From an optimization exercise on the open Yosys and OpenROAD flow, aimed at small area and a short achievable clock period; shortcuts taken in it are not production practice. Function was checked by simulation only, so behaviour that the tests miss may differ from the original.

## ember
// bfly_engine_top
module bfly_engine_top #(
  parameter int data_width = DATA_WIDTH,
  parameter int bu_par     = BU_PAR,
  parameter int frac_bits  = FRAC_BITS
) (
  input  logic                           clk,
  input  logic                           rst_n,
  input  logic                           up_vld,
  input  logic signed [data_width-1:0]   up_dat,
  input  logic                           cfg_we,
  input  logic [CFG_ADDR_W-1:0]          cfg_addr,
  input  logic [CFG_DATA_W-1:0]          cfg_wdata,
  output logic                           dn_vld,
  output logic [2*bu_par*data_width-1:0] dn_dat
);
==> module bfly_engine_top, before the edit <==
module bfly_engine_top #(
  parameter int data_width = DATA_WIDTH,
  parameter int bu_par     = BU_PAR,
  parameter int frac_bits  = FRAC_BITS
) (
  input  logic                           clk,
  input  logic                           rst_n,
  input  logic                           up_vld,
  input  logic signed [data_width-1:0]   up_dat,
  input  logic                           cfg_we,
  input  logic [CFG_ADDR_W-1:0]          cfg_addr,
  input  logic [CFG_DATA_W-1:0]          cfg_wdata,
  output logic                           dn_vld,
  output logic [2*bu_par*data_width-1:0] dn_dat
);
  localparam int DW = 16;
  logic                  in_vld, in_we;
  logic [DW-1:0]         in_dat;
  logic [CFG_ADDR_W-1:0] in_addr;
  logic [CFG_DATA_W-1:0] in_wdata;
  always_ff @(posedge clk or negedge rst_n) begin
    if (!rst_n) begin
      in_vld <= 1'b0;
      in_we  <= 1'b0;
    end else begin
      in_vld <= up_vld;
      in_we  <= cfg_we;
    end
  end
  always_ff @(posedge clk) begin
    in_dat   <= up_dat;
    in_addr  <= cfg_addr;
    in_wdata <= cfg_wdata;
  end
  logic [2:0]    lane_cnt;
  logic          grp_last;            
  logic          grp_done;            
  logic [DW-1:0] slot [7];
  logic [DW-1:0] samp_s [8];
  assign grp_last = in_vld && (lane_cnt == 3'd7);
  always_ff @(posedge clk or negedge rst_n) begin
    if (!rst_n) begin
      lane_cnt <= '0;
      grp_done <= 1'b0;
    end else begin
      grp_done <= grp_last;
      if (in_vld) lane_cnt <= lane_cnt + 3'd1;
    end
  end
  always_ff @(posedge clk) begin
    for (int k = 0; k < 7; k++) begin
      if (in_vld && lane_cnt == 3'(k)) slot[k] <= in_dat;
    end
    if (grp_last) begin
      for (int j = 0; j < 7; j++) samp_s[j] <= slot[j];
      samp_s[7] <= in_dat;
    end
  end
  logic [9:0]    cfg_set;
  logic [23:0]   perm_q, rec_q;
  logic [DW-1:0] coef_q [16];
  logic [23:0]   perm_eff, rec_eff;
  logic [DW-1:0] coef_eff [16];
  logic [23:0]   ident;
  always_ff @(posedge clk or negedge rst_n) begin
    if (!rst_n) begin
      cfg_set <= '0;
    end else if (in_we) begin
      for (int w = 0; w < 10; w++) begin
        if (in_addr == 4'(w)) cfg_set[w] <= 1'b1;
      end
    end
  end
  always_ff @(posedge clk) begin
    if (in_we) begin
      if (in_addr == 4'd0) perm_q <= in_wdata[23:0];
      if (in_addr == 4'd1) rec_q  <= in_wdata[23:0];
      for (int m = 0; m < 8; m++) begin
        if (in_addr == 4'(2 + m)) begin
          coef_q[2*m]   <= in_wdata[15:0];
          coef_q[2*m+1] <= in_wdata[31:16];
        end
      end
    end
  end
  for (genvar i = 0; i < 8; i++) begin : g_ident
    assign ident[3*i +: 3] = 3'(i);
  end
  assign perm_eff = cfg_set[0] ? perm_q : ident;
  assign rec_eff  = cfg_set[1] ? rec_q  : ident;
  for (genvar n = 0; n < 16; n++) begin : g_coef_eff
    assign coef_eff[n] = cfg_set[2 + n/2] ? coef_q[n] : '0;
  end
  logic [2*DW-1:0] coef_s [7];
  logic [23:0]     perm_s;
  logic [23:0]     rec_s;
  logic            busy;                
  logic [2:0]      step;
  logic            act;
  logic [2:0]      k_now;
  logic [5:0]      perm_pair;
  logic [2*DW-1:0] coef_pair;
  logic [23:0]     rec_now;
  always_ff @(posedge clk or negedge rst_n) begin
    if (!rst_n) begin
      busy <= 1'b0;
      step <= '0;
    end else begin
      if (grp_done) begin
        busy <= 1'b1;
        step <= 3'd1;
      end else if (busy) begin
        step <= step + 3'd1;
        if (step == 3'd7) busy <= 1'b0;
      end
    end
  end
  always_ff @(posedge clk) begin
    if (grp_done) begin
      rec_s  <= rec_eff;
      perm_s <= perm_eff;
    end
    for (int m = 0; m < 7; m++) begin
      if (grp_done || m == 6) begin
        coef_s[m] <= {coef_eff[4*((m+1)/2) + 2 + (m+1)%2], coef_eff[4*((m+1)/2) + (m+1)%2]};
      end else begin
        coef_s[m] <= coef_s[m+1];
      end
    end
  end
  assign act       = grp_done || busy;
  assign k_now     = grp_done ? 3'd0 : step;
  assign perm_pair = grp_done ? perm_eff[5:0] : perm_s[6*step[2:1] +: 6];
  assign coef_pair = grp_done ? {coef_eff[2], coef_eff[0]} : coef_s[0];
  assign rec_now   = grp_done ? rec_eff : rec_s;
  logic [DW-1:0] y;
  logic [7:0]    mask;
  logic [7:0]    mask_d [DOT_STAGES+1];
  logic          last_d [DOT_STAGES+1];
  bfly_dot dot_i (
    .clk (clk),
    .a0  (samp_s[perm_pair[2:0]]),
    .a1  (samp_s[perm_pair[5:3]]),
    .b0  (coef_pair[DW-1:0]),
    .b1  (coef_pair[2*DW-1:DW]),
    .y   (y)
  );
  for (genvar i = 0; i < 8; i++) begin : g_mask
    assign mask[i] = act && (rec_now[3*i +: 3] == k_now);
  end
  assign mask_d[0] = mask;
  assign last_d[0] = busy && (step == 3'd7);
  always_ff @(posedge clk or negedge rst_n) begin
    if (!rst_n) begin
      for (int s = 1; s <= DOT_STAGES; s++) last_d[s] <= 1'b0;
      dn_vld <= 1'b0;
    end else begin
      for (int s = 1; s <= DOT_STAGES; s++) last_d[s] <= last_d[s-1];
      dn_vld <= last_d[DOT_STAGES];
    end
  end
  always_ff @(posedge clk) begin
    for (int s = 1; s <= DOT_STAGES; s++) mask_d[s] <= mask_d[s-1];
  end
  always_ff @(posedge clk) begin
    for (int i = 0; i < 8; i++) begin
      if (mask_d[DOT_STAGES][i]) dn_dat[DW*i +: DW] <= y;
    end
  end
endmodule
clock: 8.0 ns
lec_check: 0
cap_margin: 20
cell_pad_in_sites_detail_placement: 1
cell_pad_in_sites_global_placement: 1
core_margin: 2
core_utilization: 50
cts_buf_list: sky130_fd_sc_hd__clkbuf_8
cts_cluster_diameter: 50
cts_cluster_size: 20
setup_slack_margin: 5
slew_margin: 20
standard.sh (not shown) runs the stock make flow with config.mk's settings and CLKGATE_MAP_FILE= SYNTH_SCRIPT=/design/flow/synth_recipe.tcl, a recipe that flattens the netlist after the stock synthesis.
==> flow/flow/run.sh <==
#!/bin/bash
# The standard layout (the standard.sh, which runs the standard synthesis
# unchanged), with two ORFS arguments set:
#  - port buffers use buf_2 instead of the default delay-cell buffer;
#  - clock tree synthesis inserts no dummy balancing loads.
# Each tool's full output goes to the ORFS logs under orfs/logs, and the
# make output to standard.log here.
set -euo pipefail
export BUFFER_PORTS_ARGS="-buffer_cell sky130_fd_sc_hd__buf_2"
export CTS_ARGS="-sink_clustering_enable -repair_clock_nets -buf_list sky130_fd_sc_hd__clkbuf_16 -sink_clustering_size 30 -sink_clustering_max_diameter 60 -dont_use_dummy_load"
bash standard.sh > standard.log 2>&1
Here is what was changed in the inputs of xenon compared with ember.
diff --git a/flow/design.v b/flow/design.v
--- a/flow/design.v
+++ b/flow/design.v
@@ -1218,8 +1218,18 @@
         if (step == 3'd7) busy <= 1'b0;
       end
     end
   end
+  logic [23:0] perm_byp;
+  logic [5:0]  sel_q;
+  assign perm_byp = (in_we && in_addr == 4'd0) ? in_wdata[23:0] : perm_eff;
+  always_ff @(posedge clk) begin
+    if (grp_last) begin
+      sel_q <= perm_byp[5:0];
+    end else if (busy && step[0] && step != 3'd7) begin
+      sel_q <= perm_s[6*(step[2:1]+2'd1) +: 6];
+    end
+  end
   always_ff @(posedge clk) begin
     if (grp_done) begin
       rec_s  <= rec_eff;
       perm_s <= perm_eff;
@@ -1233,9 +1243,9 @@
     end
   end
   assign act       = grp_done || busy;
   assign k_now     = grp_done ? 3'd0 : step;
-  assign perm_pair = grp_done ? perm_eff[5:0] : perm_s[6*step[2:1] +: 6];
+  assign perm_pair = sel_q;
   assign coef_pair = grp_done ? {coef_eff[2], coef_eff[0]} : coef_s[0];
   assign rec_now   = grp_done ? rec_eff : rec_s;
   logic [DW-1:0] y;
   logic [7:0]    mask;
Results
Between xenon and ember, it is xenon whose buffering overhead is lower, by 0.23 points.
Looking only at clock-buffer cell count, and setting everything else aside, the lower value of ember and xenon goes to ember.
For xenon, the combinational family with the most area after synthesis was adder cells, unlike ember, where it was compound AO/OA/AOI/OAI gates.
Changes observed in xenon relative to ember: global-route wire length before repair went down, area taken by multi-input logic gates decreased 430 um^2, ratio of final minimum period to clock period increased by 0.58 points relative to the old numbers, via total after detailed routing moved up.

[afterwards: timing with drivers on the ports]
In the flow no input, the clock included, has a driving cell. The finished layouts below were timed again as built, in two steps. Step 1 (the two cells are an assumption about what drives the block):
set clk [get_ports {clk}]
set_driving_cell -lib_cell sky130_fd_sc_hd__clkbuf_16 $clk
set_driving_cell -lib_cell sky130_fd_sc_hd__buf_2 [delete_from_list [all_inputs] $clk]
Step 2 times the ports against the registers' clock, not the clock port: input delays grow and output delays shrink by t, the midpoint of the rising clock arrivals with the driver on. Slacks: ideal ports / drivers / drivers and shift; pairs: ideal ports / drivers.
run	t (ns)	setup slack, ns	hold WS [ns]	worst setup path at the end	worst register clock-pin slew, ns
ember	0.729	5.063 / 4.995 / 5.090	0.289 / 0.289 / 0.289	register to register	0.10 / 0.10
xenon	0.742	5.016 / 5.016 / 5.016	0.309 / 0.309 / 0.309	register to register	0.11 / 0.11
After both steps every run listed still meets setup and hold.
